This design comes from an exercise in tuning for small area, a short achievable clock period and few clock cycles per item on the open sky130 flow, not from production work.

==> flow/design.v <==
module triangle_strip_tessellator (
    input  logic        clk,
    input  logic        rst_n,
    input  logic        start,
    output logic        busy,
    input  logic [47:0] corner_bottom_left,
    input  logic [47:0] corner_bottom_right,
    input  logic [47:0] corner_top,
    input  logic [47:0] normal_left,
    input  logic [47:0] normal_right,
    input  logic [47:0] normal_top,
    input  logic        cfg_wr_en,
    input  logic [3:0]  cfg_wr_data,
    output logic        vertex_valid,
    output logic [47:0] vertex_position,
    output logic [47:0] vertex_normal,
    output logic        last_vertex
);
    localparam int K       = 2;
    localparam int DIV_CYC = 16 / K;
    localparam int DCW     = $clog2(DIV_CYC);
    function automatic logic [16:0] add16(input logic [15:0] a, input logic [15:0] b, input logic ci);
        logic [15:0] g, p, gg, pp, gn, pn;
        logic [16:0] c;
        g  = a & b;
        p  = a ^ b;
        gg = g;
        pp = p;
        for (int l = 1; l < 16; l = l * 2)
        begin
            gn = gg;
            pn = pp;
            for (int i = l; i < 16; i++)
            begin
                gn[i] = gg[i] | (pp[i] & gg[i-l]);
                pn[i] = pp[i] & pp[i-l];
            end
            gg = gn;
            pp = pn;
        end
        c[0] = ci;
        for (int i = 1; i <= 16; i++)
            c[i] = gg[i-1] | (pp[i-1] & ci);
        add16 = {c[16], p ^ c[15:0]};
    endfunction
    function automatic logic [3:0] add4(input logic [3:0] x, input logic [3:0] y);
        logic [3:0] g, p;
        logic g10, g21, p21, g20;
        g   = x & y;
        p   = x ^ y;
        g10 = g[1] | (p[1] & g[0]);
        g21 = g[2] | (p[2] & g[1]);
        p21 = p[2] & p[1];
        g20 = g21 | (p21 & g[0]);
        add4 = {p[3] ^ g20, p[2] ^ g10, p[1] ^ g[0], p[0]};
    endfunction
    function automatic logic [4:0] add5(input logic [4:0] x, input logic [4:0] y, input logic ci);
        logic [4:0] g, p, c;
        g    = x & y;
        p    = x ^ y;
        c[0] = ci;
        c[1] = g[0] | (p[0] & ci);
        c[2] = g[1] | (p[1] & g[0]) | (p[1] & p[0] & ci);
        c[3] = g[2] | (p[2] & g[1]) | (p[2] & p[1] & g[0]) | (p[2] & p[1] & p[0] & ci);
        c[4] = g[3] | (p[3] & g[2]) | (p[3] & p[2] & g[1]) | (p[3] & p[2] & p[1] & g[0])
             | (p[3] & p[2] & p[1] & p[0] & ci);
        add5 = p ^ c;
    endfunction
    logic [3:0] cfg_q;
    logic [3:0] n_sat;
    always_ff @(posedge clk or negedge rst_n)
    begin
        if (!rst_n)
            cfg_q <= 4'd1;
        else if (cfg_wr_en)
            cfg_q <= cfg_wr_data;
    end
    assign n_sat = (cfg_q == 4'd0) ? 4'd1 : (cfg_q > 4'd10) ? 4'd10 : cfg_q;
    logic           busy_q, v_q, pend_q, top_q, last_q;
    logic           sel_l_q, sel_r_q, sel_t_q;
    logic [2:0]     slot_q;
    logic [3:0]     kleft_q;
    logic           first_q, run_q, done_q, conv_q;
    logic [DCW-1:0] dcnt_q;
    logic       v_n, pend_n, top_n, last_n, busy_n;
    logic [2:0] slot_n;
    logic [3:0] kleft_n;
    logic       accept, upd_l, upd_r;
    assign accept = start && !busy_q;
    always_comb
    begin
        v_n     = v_q;
        pend_n  = pend_q;
        slot_n  = slot_q;
        top_n   = top_q;
        kleft_n = kleft_q;
        if (!busy_q)
        begin
            v_n     = start;
            pend_n  = 1'b0;
            slot_n  = 3'd0;
            top_n   = (n_sat == 4'd1);
            kleft_n = n_sat - 4'd2;
        end
        else if (pend_q)
        begin
            if (done_q)
            begin
                v_n    = 1'b1;
                pend_n = 1'b0;
            end
        end
        else if (top_q)
            slot_n = slot_q + 3'd1;
        else if (slot_q == 3'd5)
        begin
            slot_n = 3'd0;
            if (kleft_q == 4'd0)
                top_n = 1'b1;
            else
                kleft_n = kleft_q - 4'd1;
        end
        else if (slot_q == 3'd1 && !done_q)
        begin
            v_n    = 1'b0;
            pend_n = 1'b1;
            slot_n = 3'd2;
        end
        else
            slot_n = slot_q + 3'd1;
        last_n = v_n && top_n && (slot_n == 3'd2);
        busy_n = (v_n || pend_n) && !last_n;
    end
    assign upd_r = done_q && !top_q && ((v_q && slot_q == 3'd1) || pend_q);
    assign upd_l = v_q && !top_q && (slot_q == 3'd3);
    always_ff @(posedge clk or negedge rst_n)
    begin
        if (!rst_n)
        begin
            busy_q  <= 1'b0;
            v_q     <= 1'b0;
            pend_q  <= 1'b0;
            top_q   <= 1'b0;
            last_q  <= 1'b0;
            slot_q  <= 3'd0;
            kleft_q <= 4'd0;
            sel_l_q <= 1'b0;
            sel_r_q <= 1'b0;
            sel_t_q <= 1'b0;
            first_q <= 1'b0;
            run_q   <= 1'b0;
            done_q  <= 1'b0;
            conv_q  <= 1'b0;
            dcnt_q  <= '0;
        end
        else
        begin
            busy_q  <= busy_n;
            v_q     <= v_n;
            pend_q  <= pend_n;
            top_q   <= top_n;
            last_q  <= last_n;
            slot_q  <= slot_n;
            kleft_q <= kleft_n;
            sel_t_q <= top_n && (slot_n == 3'd2);
            sel_r_q <= top_n ? (slot_n == 3'd1)
                             : (slot_n == 3'd1 || slot_n == 3'd2 || slot_n == 3'd4);
            sel_l_q <= top_n ? (slot_n == 3'd0)
                             : (slot_n == 3'd0 || slot_n == 3'd3 || slot_n == 3'd5);
            first_q <= accept;
            conv_q  <= run_q && (dcnt_q == DCW'(DIV_CYC - 1));
            if (accept)
            begin
                run_q  <= 1'b0;
                done_q <= (n_sat == 4'd1);
            end
            else if (first_q)
            begin
                run_q  <= !done_q;
                dcnt_q <= '0;
            end
            else if (run_q)
            begin
                dcnt_q <= dcnt_q + DCW'(1);
                if (dcnt_q == DCW'(DIV_CYC - 1))
                begin
                    run_q  <= 1'b0;
                    done_q <= 1'b1;
                end
            end
        end
    end
    logic [15:0] pt_q  [6];      
    logic [15:0] tp_q  [3];
    logic [47:0] nl_q, nr_q, nt_q;
    logic        odd_q;          
    logic [2:0]  hl_q;           
    logic [3:0]  c0_q, c1_q;     
    logic [3:0]  up_q;           
    always_ff @(posedge clk)
    begin
        if (!busy_q)
        begin
            nl_q  <= normal_left;
            nr_q  <= normal_right;
            nt_q  <= normal_top;
            odd_q <= n_sat[0];
            hl_q  <= n_sat[3:1];
            c0_q  <= {1'b0, n_sat[3:1]} + {3'd0, n_sat[0]};
            c1_q  <= -{1'b0, n_sat[3:1]};
            up_q  <= -({1'b0, n_sat[3:1]} + {3'd0, n_sat[0]});
        end
    end
    for (genvar l = 0; l < 3; l++)
    begin : g_tp
        always_ff @(posedge clk)
        begin
            if (!busy_q)
                tp_q[l] <= corner_top[16*l +: 16];
        end
    end
    for (genvar j = 0; j < 6; j++)
    begin : g_lane
        localparam int L = j % 3;
        logic [15:0] q_q;        
        logic [3:0]  u_q;        
        logic [3:0]  e_q;        
        logic        ng_q;       
        logic [16:0] sum;
        logic [15:0] q_it;
        logic [3:0]  u_it;
        logic [4:0]  d5;
        logic        w, cst, cst_q, upd;
        logic [3:0]  e_nx;
        assign sum = add16(pt_q[j], q_q, first_q | ~cst);
        always_comb
        begin
            logic f;
            logic [3:0] a0, a1;
            q_it = q_q;
            u_it = u_q;
            for (int i = 0; i < K; i++)
            begin
                f    = ~u_it[3] | (q_it[15] & odd_q & (&u_it));
                a0   = add4({u_it[2:0], q_it[15]}, c0_q);
                a1   = add4({u_it[2:0], q_it[15]}, c1_q);
                u_it = f ? a1 : a0;
                q_it = {q_it[14:0], ~f};
            end
        end
        assign d5   = add5({1'b0, e_q}, {1'b1, ~u_q}, 1'b1);
        assign w    = ~d5[4];
        assign e_nx = conv_q ? add4(u_q, c0_q) : (w ? d5[3:0] : add4(d5[3:0], {hl_q, odd_q}));
        assign cst  = conv_q ? (ng_q && (u_q != up_q)) : cst_q;
        always_ff @(posedge clk)
        begin
            logic nz_nx;
            nz_nx = w ? (e_q != u_q) : ((e_q != 4'd0) || (u_q != {hl_q, odd_q}));
            cst_q <= ng_q ? (w ^ nz_nx ^ (e_q != 4'd0)) : w;
        end
        assign upd  = (j < 3) ? upd_l : upd_r;
        always_ff @(posedge clk)
        begin
            if (!busy_q)
                q_q <= ~corner_top[16*L +: 16];
            else if (first_q)
            begin
                q_q  <= sum[15:0];
                ng_q <= pt_q[j][15] ^ q_q[15] ^ sum[16];
                u_q  <= (pt_q[j][15] ^ q_q[15] ^ sum[16]) ? 4'({1'b0, hl_q} - 4'd1) : up_q;
            end
            else if (run_q)
            begin
                q_q <= q_it;
                u_q <= u_it;
            end
            else if (conv_q)
                u_q <= 4'({1'b0, hl_q} - u_q);
        end
        always_ff @(posedge clk)
        begin
            if (first_q)
                e_q <= 4'd0;
            else if (upd)
                e_q <= e_nx;
        end
        always_ff @(posedge clk)
        begin
            if (!busy_q)
                pt_q[j] <= (j < 3) ? corner_bottom_left[16*L +: 16]
                                   : corner_bottom_right[16*L +: 16];
            else if (upd)
                pt_q[j] <= sum[15:0];
        end
    end
    logic [47:0] pl, pr, pt;
    assign pl = {pt_q[2], pt_q[1], pt_q[0]};
    assign pr = {pt_q[5], pt_q[4], pt_q[3]};
    assign pt = {tp_q[2], tp_q[1], tp_q[0]};
    logic                v_o_q, last_o_q;
    logic [47:0]         pos_o_q, nrm_o_q;
    always_ff @(posedge clk or negedge rst_n)
    begin
        if (!rst_n)
        begin
            v_o_q    <= 1'b0;
            last_o_q <= 1'b0;
        end
        else
        begin
            v_o_q    <= v_q;
            last_o_q <= last_q;
        end
    end
    always_ff @(posedge clk)
    begin
        pos_o_q <= ({48{sel_l_q}} & pl) | ({48{sel_r_q}} & pr) | ({48{sel_t_q}} & pt);
        nrm_o_q <= ({48{sel_l_q}} & nl_q) | ({48{sel_r_q}} & nr_q) | ({48{sel_t_q}} & nt_q);
    end
    assign busy            = busy_q;
    assign vertex_valid    = v_o_q;
    assign last_vertex     = last_o_q;
    assign vertex_position = pos_o_q;
    assign vertex_normal   = nrm_o_q;
endmodule
clock: 6.0 ns
lec_check: 0
cap_margin: 20
core_margin: 2
core_utilization: 40
setup_slack_margin: 2.7
slew_margin: 20
run.sh (not shown) runs the stock make flow with config.mk's settings and CLKGATE_MAP_FILE= SYNTH_SCRIPT=/design/flow/synth_recipe.tcl, a recipe that flattens the netlist after the stock synthesis.
Edit:
--- a/flow/design.v
+++ b/flow/design.v
@@ -296,30 +296,10 @@
     logic [47:0] pl, pr, pt;
     assign pl = {pt_q[2], pt_q[1], pt_q[0]};
     assign pr = {pt_q[5], pt_q[4], pt_q[3]};
     assign pt = {tp_q[2], tp_q[1], tp_q[0]};
-    logic                v_o_q, last_o_q;
-    logic [47:0]         pos_o_q, nrm_o_q;
-    always_ff @(posedge clk or negedge rst_n)
-    begin
-        if (!rst_n)
-        begin
-            v_o_q    <= 1'b0;
-            last_o_q <= 1'b0;
-        end
-        else
-        begin
-            v_o_q    <= v_q;
-            last_o_q <= last_q;
-        end
-    end
-    always_ff @(posedge clk)
-    begin
-        pos_o_q <= ({48{sel_l_q}} & pl) | ({48{sel_r_q}} & pr) | ({48{sel_t_q}} & pt);
-        nrm_o_q <= ({48{sel_l_q}} & nl_q) | ({48{sel_r_q}} & nr_q) | ({48{sel_t_q}} & nt_q);
-    end
     assign busy            = busy_q;
-    assign vertex_valid    = v_o_q;
-    assign last_vertex     = last_o_q;
-    assign vertex_position = pos_o_q;
-    assign vertex_normal   = nrm_o_q;
+    assign vertex_valid    = v_q;
+    assign last_vertex     = last_q;
+    assign vertex_position = ({48{sel_l_q}} & pl) | ({48{sel_r_q}} & pr) | ({48{sel_t_q}} & pt);
+    assign vertex_normal   = ({48{sel_l_q}} & nl_q) | ({48{sel_r_q}} & nr_q) | ({48{sel_t_q}} & nt_q);
 endmodule
What happened: The new run finished with timing, DRC and antenna clean; setup slack loses 0.27 ns; design area shrinks by 6.0%; via count shrinks by 1.0%; count of clock-buffer cells in the layout shrinks by 25; global-route usage grows by 2.1 points; critical path depth shrinks by 8; hold slack gains 0.14 ns; synthesized cell count shrinks by 6.0%; clock skew shrinks by 0.0071 ns.
No functional check of the RTL was part of any run of this note.

## what the ideal ports hide
The results above use ideal ports. As a check the final layouts listed here were re-extracted and re-timed, cells and wires unchanged.
Step 1: set_driving_cell puts a clkbuf_16 on clk and a buf_2 on each other input, an assumption about the parent block.
Step 2, shift: input delay + t, output delay - t, t = (earliest + latest rising clock arrival at the registers) / 2. This alone moves slack from input paths to output paths.
a / b / c = ideal ports / drivers / drivers and shift; a / b = the first two.
run	t (ns)	slack for setup (ns)	worst data-port slew with drivers (ns)	pins driven straight from the clock port
the first run	0.688	2.749 / 2.749 / 2.749	0.16	1
the second run	0.691	2.481 / 2.415 / 2.663	0.16	1
After both steps setup and hold are still met in every run listed.
